From an optimization exercise on the open Yosys and OpenROAD flow, aimed at small area, a short achievable clock period and few clock cycles per item; shortcuts taken in it are not production practice. Only simulation tests tie the RTL to the original design; equivalence was not proved.

// aesDecryptTop
module aesDecryptTop (
    input  logic       clock,
    input  logic       arstN,
    input  logic       keyWrite,
    input  logic [7:0] keyAddress,
    input  logic [7:0] keyByte,
    input  logic       inValid,
    input  logic [7:0] inByte,
    output logic       outValid,
    output logic [7:0] outByte,
    output logic       busy
);
export LEC_CHECK = 0
export CAP_MARGIN = 20
export CORE_MARGIN = 2
export CORE_UTILIZATION = 40
export CTS_CLUSTER_DIAMETER = 100
export CTS_CLUSTER_SIZE = 20
export SETUP_SLACK_MARGIN = 5
export SLEW_MARGIN = 20
create_clock -name core_clock -period 8.0 [get_ports {clock}]
standard.sh (not shown) runs the stock make flow with config.mk's settings and CLKGATE_MAP_FILE= SYNTH_SCRIPT=/design/flow/synth_recipe.tcl, a recipe that flattens the netlist after the stock synthesis.
==> flow/flow/run.sh <==
#!/bin/bash
# The standard layout, with Yosys's adder extraction turned off: the s-box and column-mix
# logic is all XOR/AND, and pre-mapped half-adder cells would cut ABC's delay optimisation.
set -euo pipefail
bash standard.sh ADDER_MAP_FILE= finish > standard_flow.log 2>&1
The baseline finished clean.
Testbench counts at the start, summed over its fixed seeds: cycles 4,472, blocks 256.
Then changed:
CORE_UTILIZATION = 50   (was 40)
PLACE_DENSITY = 0.65   (was default)
The changed run produced a clean layout.
Count of clock-buffer cells in the layout is higher by 10.
Cell area fell by 0.70%.
Global-route usage went up by 4.6 points.
Utilization climbs by 10 points.
Area after synthesis stays the same.
Register-to-register slack is about the same.
Die area falls by 20%.
Wire length shrinks by 3.0%.
Cell count drops by 6.1%.
Via count barely changes.
Then changed:
==> flow/flow/run.sh (replaced) <==
#!/bin/bash
set -euo pipefail
bash standard.sh ADDER_MAP_FILE= SETUP_SLACK_MARGIN=5.25 finish > standard_flow.log 2>&1
CORE_UTILIZATION = 40   (was 50)
PLACE_DENSITY = default   (was 0.65)
SETUP_SLACK_MARGIN = default   (was 5)
Outcome: The changed run ran to the end with no violations; utilization decreases by 10 points; cell count increases by 6.4%.

* * *

aesDecryptTop, a different RTL version from the one above (not shown whole).
For scale: ~2200 flip-flops.
==> flow/config.mk <==
export PLATFORM = sky130hd
export DESIGN_NAME = aesDecryptTop
export DESIGN_NICKNAME = aesDecryptTop
export VERILOG_FILES = /design/flow/design.v
export SDC_FILE = /design/flow/constraint.sdc
export NUM_CORES = 4
export LEC_CHECK = 0
export CAP_MARGIN = 20
export CORE_MARGIN = 2
export CORE_UTILIZATION = 55
export CTS_CLUSTER_DIAMETER = 100
export CTS_CLUSTER_SIZE = 20
export PLACE_DENSITY = 0.7
export SETUP_SLACK_MARGIN = 5
export SLEW_MARGIN = 20
==> flow/constraint.sdc <==
create_clock -name core_clock -period 8.0 [get_ports {clock}]
set_input_delay 1.6000 -clock core_clock [delete_from_list [all_inputs] [get_ports {clock}]]
set_output_delay 1.6000 -clock core_clock [all_outputs]
set_load 0.01 [all_outputs]
==> flow/flow/run.sh <==
#!/bin/bash
# The standard layout, with Yosys's adder extraction turned off: the s-box and column-mix
# logic is all XOR/AND, and pre-mapped half-adder cells would cut ABC's delay optimisation.
set -euo pipefail
bash standard.sh ADDER_MAP_FILE= finish > standard_flow.log 2>&1
The first run finished with timing, DRC and antenna clean.
Testbench counts at the start, summed over its fixed seeds: cycles 4,472, blocks 256.
Change:
--- a/flow/config.mk
+++ b/flow/config.mk
@@ -9,6 +9,6 @@
 export CORE_MARGIN = 2
-export CORE_UTILIZATION = 55
+export CORE_UTILIZATION = 50
 export CTS_CLUSTER_DIAMETER = 100
 export CTS_CLUSTER_SIZE = 20
-export PLACE_DENSITY = 0.7
+export PLACE_DENSITY = 0.65
 export SETUP_SLACK_MARGIN = 5
Result: The new run went through all stages and came out clean; flip-flop and latch count stays the same; critical path depth stays the same; hold slack improved by 0.0071 ns; first-iteration DRC count is lower by 15%.

* * *

the baseline:
aesDecryptTop again, from the RTL that the note above started with.
// aesDecryptTop
module aesDecryptTop (
    input  logic       clock,
    input  logic       arstN,
    input  logic       keyWrite,
    input  logic [7:0] keyAddress,
    input  logic [7:0] keyByte,
    input  logic       inValid,
    input  logic [7:0] inByte,
    output logic       outValid,
    output logic [7:0] outByte,
    output logic       busy
);
export LEC_CHECK = 0
export CAP_MARGIN = 20
export CORE_MARGIN = 2
export CORE_UTILIZATION = 50
export CTS_CLUSTER_DIAMETER = 100
export CTS_CLUSTER_SIZE = 25
export PLACE_DENSITY = 0.65
export SETUP_SLACK_MARGIN = 5
export SLEW_MARGIN = 20
create_clock -name core_clock -period 8.0 [get_ports {clock}]
Scripts as last shown in full above: flow/flow/run.sh
Testbench counts of the baseline, summed over its fixed seeds: cycles 4,472, blocks 256.
The following lists how the candidate was set up differently from the baseline:
Settings: a change of CTS_CLUSTER_SIZE from 25 to 20; a deleted SETUP_SLACK_MARGIN that had been 5.
==> flow/flow/run.sh <==
#!/bin/bash
set -euo pipefail
bash standard.sh ADDER_MAP_FILE= SETUP_SLACK_MARGIN=5.25 finish > standard_flow.log 2>&1
### Flow results
- Between the candidate and the baseline, the mean number of vias per cell figures differ only marginally.
- For final critical-path share of the clock period, the candidate and the baseline come out practically identical.
- In the tables for the baseline and the candidate, met1 routing resource usage after global routing reads lower with the baseline.
- Re first-pass GRT wire length: the candidate is about 0.65% up on the baseline.
- Signed area change from the synthesized netlist to the final layout was higher in the run labelled the candidate.

[separate check: timing with driven ports]
Ports are ideal in the flow. The routed layouts listed here were re-timed in OpenROAD.
Step 1 (the two cells are an assumption about what drives the block):
set clk [get_ports {clock}]
set_driving_cell -lib_cell sky130_fd_sc_hd__clkbuf_16 $clk
set_driving_cell -lib_cell sky130_fd_sc_hd__buf_2 [delete_from_list [all_inputs] $clk]
Step 2 moves the port delays by t, midway between the first and last clock arrival at a register: inputs arrive t later, outputs are due t later. That takes back most of the time a late clock gives input paths.
Three values: ideal ports, drivers, drivers and shift; two values: the first two.
run	t (ns)	setup WS [ns]	hold WS [ns]	worst data-port slew with drivers (ns)	cell pins on the clock port's net
the first run of note 1	0.891	4.997 / 4.906 / 4.129	0.388 / 0.388 / 0.388	0.16	1
the second run of note 1	0.905	5.019 / 4.924 / 4.250	0.392 / 0.392 / 0.392	0.11	1
the third run of note 1	0.894	4.962 / 4.865 / 4.407	0.377 / 0.377 / 0.377	0.14	1
the first run of note 2	0.894	5.046 / 4.958 / 4.310	0.379 / 0.379 / 0.379	0.05	1
the second run of note 2	0.887	5.054 / 4.964 / 4.345	0.386 / 0.386 / 0.386	0.07	1
the baseline	0.861	5.050 / 4.963 / 4.335	0.386 / 0.386 / 0.386	0.07	1
the candidate	0.897	5.044 / 4.952 / 4.521	0.378 / 0.378 / 0.378	0.06	1
After both steps setup and hold are still met in every run listed. The setup slack of the first run of note 1, which loses most, moves by -0.091 ns with the drivers and by -0.868 ns with both steps.
